Source: an optimization exercise on an open RTL-to-GDS flow (aim: small area, a short achievable clock period and few clock cycles per item). Production flows keep margins and buffers that such runs may drop. The RTL was checked by simulation tests, not by an equivalence proof against the original design. Power figures rest on the tool's default switching activity, not on a simulated workload.

==> flow/design.v <==
`timescale 1ns / 1ps
`default_nettype none
package sule_pkg;
  localparam int DATA_W           = 32;
  localparam int REQ_W            = 2;
  localparam int STAT_W           = 2;
  localparam int OUT_W            = 6;
  localparam int DEFAULT_CAPACITY = 32;
  localparam logic [REQ_W-1:0] REQ_INSERT = 2'd0;
  localparam logic [REQ_W-1:0] REQ_REMOVE = 2'd1;
  localparam logic [REQ_W-1:0] REQ_SEARCH = 2'd2;
  localparam logic [STAT_W-1:0] ST_DONE    = 2'd0;
  localparam logic [STAT_W-1:0] ST_PRESENT = 2'd1;
  localparam logic [STAT_W-1:0] ST_ABSENT  = 2'd2;
  localparam logic [STAT_W-1:0] ST_FULL    = 2'd3;
endpackage
`default_nettype wire
`timescale 1ns / 1ps
`default_nettype none
module sule_ctrl #(
  parameter int CAPACITY = sule_pkg::DEFAULT_CAPACITY
) (
  input  wire logic                               clk,
  input  wire logic                               rst,
  input  wire logic                               req_valid,
  output logic                                    req_stall,
  input  wire logic [sule_pkg::REQ_W-1:0]         req_type,
  input  wire logic signed [sule_pkg::DATA_W-1:0] value,
  output logic                                    rsp_valid,
  input  wire logic                               rsp_stall,
  output logic [sule_pkg::STAT_W-1:0]             status,
  output logic [sule_pkg::OUT_W-1:0]              position,
  output logic [sule_pkg::OUT_W-1:0]              count,
  output logic signed [sule_pkg::DATA_W-1:0]      val,
  output logic                                    ins,
  output logic                                    rem,
  input  wire logic [CAPACITY-1:0]                lt,
  input  wire logic                               hit,
  input  wire logic                               full
);
  localparam int NG    = CAPACITY / 8;    
  localparam int DEPTH = 5;               
  localparam int RW    = sule_pkg::STAT_W + sule_pkg::OUT_W + 2;
  logic                       s0_v;
  logic [sule_pkg::REQ_W-1:0] s0_type;
  logic                       accept;
  assign accept = req_valid & ~req_stall;
  always_ff @(posedge clk) begin
    val     <= value;
    s0_type <= req_type;
    if (rst) begin
      s0_v <= 1'b0;
    end else begin
      s0_v <= accept;
    end
  end
  assign ins = s0_v & (s0_type == sule_pkg::REQ_INSERT);
  assign rem = s0_v & (s0_type == sule_pkg::REQ_REMOVE);
  logic                s1_v;
  logic                s1_ins, s1_rem;
  logic                s1_hit, s1_full;
  logic [CAPACITY-1:0] s1_lt;
  always_ff @(posedge clk) begin
    s1_ins  <= (s0_type == sule_pkg::REQ_INSERT);
    s1_rem  <= (s0_type == sule_pkg::REQ_REMOVE);
    s1_hit  <= hit;
    s1_full <= full;
    s1_lt   <= lt;
    if (rst) begin
      s1_v <= 1'b0;
    end else begin
      s1_v <= s0_v;
    end
  end
  logic                        ins_ok, rem_ok;
  logic [sule_pkg::STAT_W-1:0] st2;
  logic [3:0]                  pc2 [NG];
  assign ins_ok = s1_v & s1_ins & ~s1_hit & ~s1_full;
  assign rem_ok = s1_v & s1_rem & s1_hit;
  always_comb begin
    if (s1_ins) begin
      st2 = s1_hit  ? sule_pkg::ST_PRESENT :
            s1_full ? sule_pkg::ST_FULL    : sule_pkg::ST_DONE;
    end else begin
      st2 = s1_hit ? sule_pkg::ST_DONE : sule_pkg::ST_ABSENT;
    end
    for (int g = 0; g < NG; g++) begin
      pc2[g] = (4'(s1_lt[8*g])   + 4'(s1_lt[8*g+1]) + 4'(s1_lt[8*g+2])) +
               (4'(s1_lt[8*g+3]) + 4'(s1_lt[8*g+4]) + 4'(s1_lt[8*g+5])) +
               (4'(s1_lt[8*g+6]) + 4'(s1_lt[8*g+7]));
    end
  end
  logic                        s2_v;
  logic [sule_pkg::STAT_W-1:0] s2_st;
  logic [1:0]                  s2_dc;    
  logic [3:0]                  s2_pc [NG];
  always_ff @(posedge clk) begin
    s2_st  <= st2;
    s2_dc  <= {ins_ok, rem_ok};
    for (int g = 0; g < NG; g++) begin
      s2_pc[g] <= pc2[g];
    end
    if (rst) begin
      s2_v <= 1'b0;
    end else begin
      s2_v <= s1_v;
    end
  end
  logic [5:0] pos3;
  always_comb begin
    pos3 = '0;
    for (int g = 0; g < NG; g++) begin
      pos3 = pos3 + 6'(s2_pc[g]);
    end
  end
  logic [RW-1:0]    q_d [DEPTH];
  logic [DEPTH-1:0] q_v;
  logic [RW-1:0]    push_d;
  logic             pop;
  logic [RW-1:0]    src_d [DEPTH];
  logic [DEPTH-1:0] src_v;
  logic [DEPTH-1:0] put;
  assign push_d = {s2_st, pos3, s2_dc};
  assign pop    = q_v[0] & ~rsp_stall;
  always_comb begin
    for (int j = 0; j < DEPTH; j++) begin
      if (pop) begin
        src_v[j] = (j + 1 < DEPTH) ? q_v[(j+1)%DEPTH] : 1'b0;
        src_d[j] = q_d[(j+1)%DEPTH];
      end else begin
        src_v[j] = q_v[j];
        src_d[j] = q_d[j];
      end
    end
    for (int j = 0; j < DEPTH; j++) begin
      put[j] = s2_v & ~src_v[j] & ((j == 0) ? 1'b1 : src_v[(j+DEPTH-1)%DEPTH]);
    end
  end
  logic [RW-1:0]              head_d;
  logic                       head_new;
  logic [sule_pkg::OUT_W-1:0] cnt_q;
  assign head_d   = put[0] ? push_d : src_d[0];
  assign head_new = put[0] | (pop & q_v[(1)%DEPTH]);
  always_ff @(posedge clk) begin
    for (int j = 1; j < DEPTH; j++) begin
      q_d[j] <= put[j] ? push_d : src_d[j];
    end
    if (rst) begin
      q_d[0] <= '0;
      q_v    <= '0;
      cnt_q  <= '0;
    end else begin
      q_d[0] <= head_d;
      q_v    <= src_v | put;
      if (head_new) begin
        cnt_q <= cnt_q + sule_pkg::OUT_W'(head_d[1]) - sule_pkg::OUT_W'(head_d[0]);
      end
    end
  end
  assign rsp_valid = q_v[0];
  assign status    = q_d[0][RW-1 -: sule_pkg::STAT_W];
  assign position  = q_d[0][2 +: sule_pkg::OUT_W];
  assign count     = cnt_q;
  logic [DEPTH-1:0] inwork;
  logic             up, down;
  assign up        = accept & ~pop;
  assign down      = pop & ~accept;
  assign req_stall = inwork[DEPTH-1];
  always_ff @(posedge clk) begin
    if (rst) begin
      inwork <= '0;
    end else if (up) begin
      inwork <= {inwork[DEPTH-2:0], 1'b1};
    end else if (down) begin
      inwork <= {1'b0, inwork[DEPTH-1:1]};
    end
  end
endmodule
`default_nettype wire
`timescale 1ns / 1ps
`default_nettype none
module sule_dp #(
  parameter int CAPACITY = sule_pkg::DEFAULT_CAPACITY
) (
  input  wire logic                               clk,
  input  wire logic                               rst,
  input  wire logic signed [sule_pkg::DATA_W-1:0] val,    
  input  wire logic                               ins,    
  input  wire logic                               rem,    
  output logic [CAPACITY-1:0]                     lt,     
  output logic                                    hit,    
  output logic                                    full    
);
  localparam int AW = $clog2(CAPACITY);
  logic signed [sule_pkg::DATA_W-1:0] ent [CAPACITY];
  logic [CAPACITY-1:0]                vld;
  logic [CAPACITY-1:0]                vld_eff;
  logic [CAPACITY-1:0]                eq;
  logic [CAPACITY-1:0]                all_below;
  logic [CAPACITY-1:0]                free1;
  logic [AW-1:0]                      free_idx;
  logic [AW-1:0]                      hit_idx;
  logic [AW-1:0]                      kill_idx;   
  logic                               kill;       
  always_comb begin
    for (int i = 0; i < CAPACITY; i++) begin
      vld_eff[i] = vld[i] & ~(kill & (kill_idx == AW'(i)));
    end
    full = &vld_eff;
  end
  always_comb begin
    for (int i = 0; i < CAPACITY; i++) begin
      eq[i] = vld_eff[i] & (ent[i] == val);
      lt[i] = vld_eff[i] & (ent[i] < val);
    end
    hit = |eq;
    hit_idx = '0;
    for (int i = 0; i < CAPACITY; i++) begin
      hit_idx = hit_idx | ({AW{eq[i]}} & AW'(i));
    end
  end
  always_comb begin
    all_below[0] = 1'b1;
    for (int i = 1; i < CAPACITY; i++) begin
      all_below[i] = all_below[i-1] & vld_eff[i-1];
    end
    free1 = ~vld_eff & all_below;
    free_idx = '0;
    for (int i = 0; i < CAPACITY; i++) begin
      free_idx = free_idx | ({AW{free1[i]}} & AW'(i));
    end
  end
  always_ff @(posedge clk) begin
    for (int i = 0; i < CAPACITY; i++) begin
      if (!vld_eff[i]) begin
        ent[i] <= val;
      end
    end
  end
  always_ff @(posedge clk) begin
    kill_idx <= ins ? free_idx : hit_idx;
    if (rst) begin
      vld  <= '0;
      kill <= 1'b0;
    end else begin
      vld  <= vld_eff | ({CAPACITY{ins}} & free1);
      kill <= hit & ((ins & ~full) | rem);
    end
  end
endmodule
`default_nettype wire
`timescale 1ns / 1ps
`default_nettype none
module sorted_unique_list_engine #(
  parameter int CAPACITY = sule_pkg::DEFAULT_CAPACITY
) (
  input  wire logic                               clk,
  input  wire logic                               rst,
  input  wire logic                               req_valid,
  output logic                                    req_stall,
  input  wire logic [sule_pkg::REQ_W-1:0]         req_type,
  input  wire logic signed [sule_pkg::DATA_W-1:0] value,
  output logic                                    rsp_valid,
  input  wire logic                               rsp_stall,
  output logic [sule_pkg::STAT_W-1:0]             status,
  output logic [sule_pkg::OUT_W-1:0]              position,
  output logic [sule_pkg::OUT_W-1:0]              count
);
  logic signed [sule_pkg::DATA_W-1:0] val;
  logic                               ins, rem;
  logic [CAPACITY-1:0]                lt;
  logic                               hit;
  logic                               full;
  sule_ctrl #(
    .CAPACITY (CAPACITY)
  ) u_ctrl (
    .clk       (clk),
    .rst       (rst),
    .req_valid (req_valid),
    .req_stall (req_stall),
    .req_type  (req_type),
    .value     (value),
    .rsp_valid (rsp_valid),
    .rsp_stall (rsp_stall),
    .status    (status),
    .position  (position),
    .count     (count),
    .val       (val),
    .ins       (ins),
    .rem       (rem),
    .lt        (lt),
    .hit       (hit),
    .full      (full)
  );
  sule_dp #(
    .CAPACITY (CAPACITY)
  ) u_dp (
    .clk (clk),
    .rst (rst),
    .val (val),
    .ins (ins),
    .rem (rem),
    .lt  (lt),
    .hit (hit),
    .full (full)
  );
endmodule
`default_nettype wire
Settings: LEC_CHECK=0, ABC_AREA=1, CAP_MARGIN=5, CORE_MARGIN=2, CORE_UTILIZATION=60, CTS_CLUSTER_DIAMETER=100, CTS_CLUSTER_SIZE=30, SETUP_SLACK_MARGIN=5.0, SLEW_MARGIN=5; clock period 8.0 ns.
run.sh (not shown) runs the stock make flow with config.mk's settings and CLKGATE_MAP_FILE= SYNTH_SCRIPT=/design/flow/synth_recipe.tcl, a recipe that flattens the netlist after the stock synthesis.
The starting point went through all stages and came out clean.
Testbench counts at the start, summed over its fixed seeds: cycles 4,032, items 4,000.
Next try:
Settings changed: CAP_MARGIN 5 to 20, CTS_CLUSTER_DIAMETER 100 to 70, CTS_CLUSTER_SIZE 30 to 25, SLEW_MARGIN 5 to 20.
Result: Synthesized cell count is unchanged; sequential share of layout area fell by 1.0 points; core utilization grows by 1.4 points; worst hold slack barely changes; total power increases by 11%; register-to-register slack stays flat; routed wire length rose by 1.1%; design area went up by 2.0%; fmax is lower by 0.31%.

afterwards: timing with drivers on the ports:
How much do the figures lean on ideal ports? The routed layouts below were timed once more, with nothing changed but the port constraints.
Step 1 assumes that a clkbuf_16 drives the clock port and a buf_2 every other input.
Step 2 also shifts input and output timing later by t, the mid clock arrival at the registers, as if the neighbouring blocks saw the same clock.
Slacks: ideal / step 1 / step 2; pairs: ideal / step 1.
run | t (ns) | setup slack, ns | worst setup path after step 2 | clock arrival spread, ns | worst slew at a driven data input, ns
the first run | 0.774 | 4.934 / 4.934 / 4.252 | input to register | 0.034 / 0.033 | 0.04
the second run | 0.744 | 4.925 / 4.925 / 4.287 | input to register | 0.035 / 0.035 | 0.06
After both steps setup and hold are still met in every run listed. For the first run, which loses most, drivers alone change the setup slack by 0.000 ns; drivers and shift together by -0.682 ns.
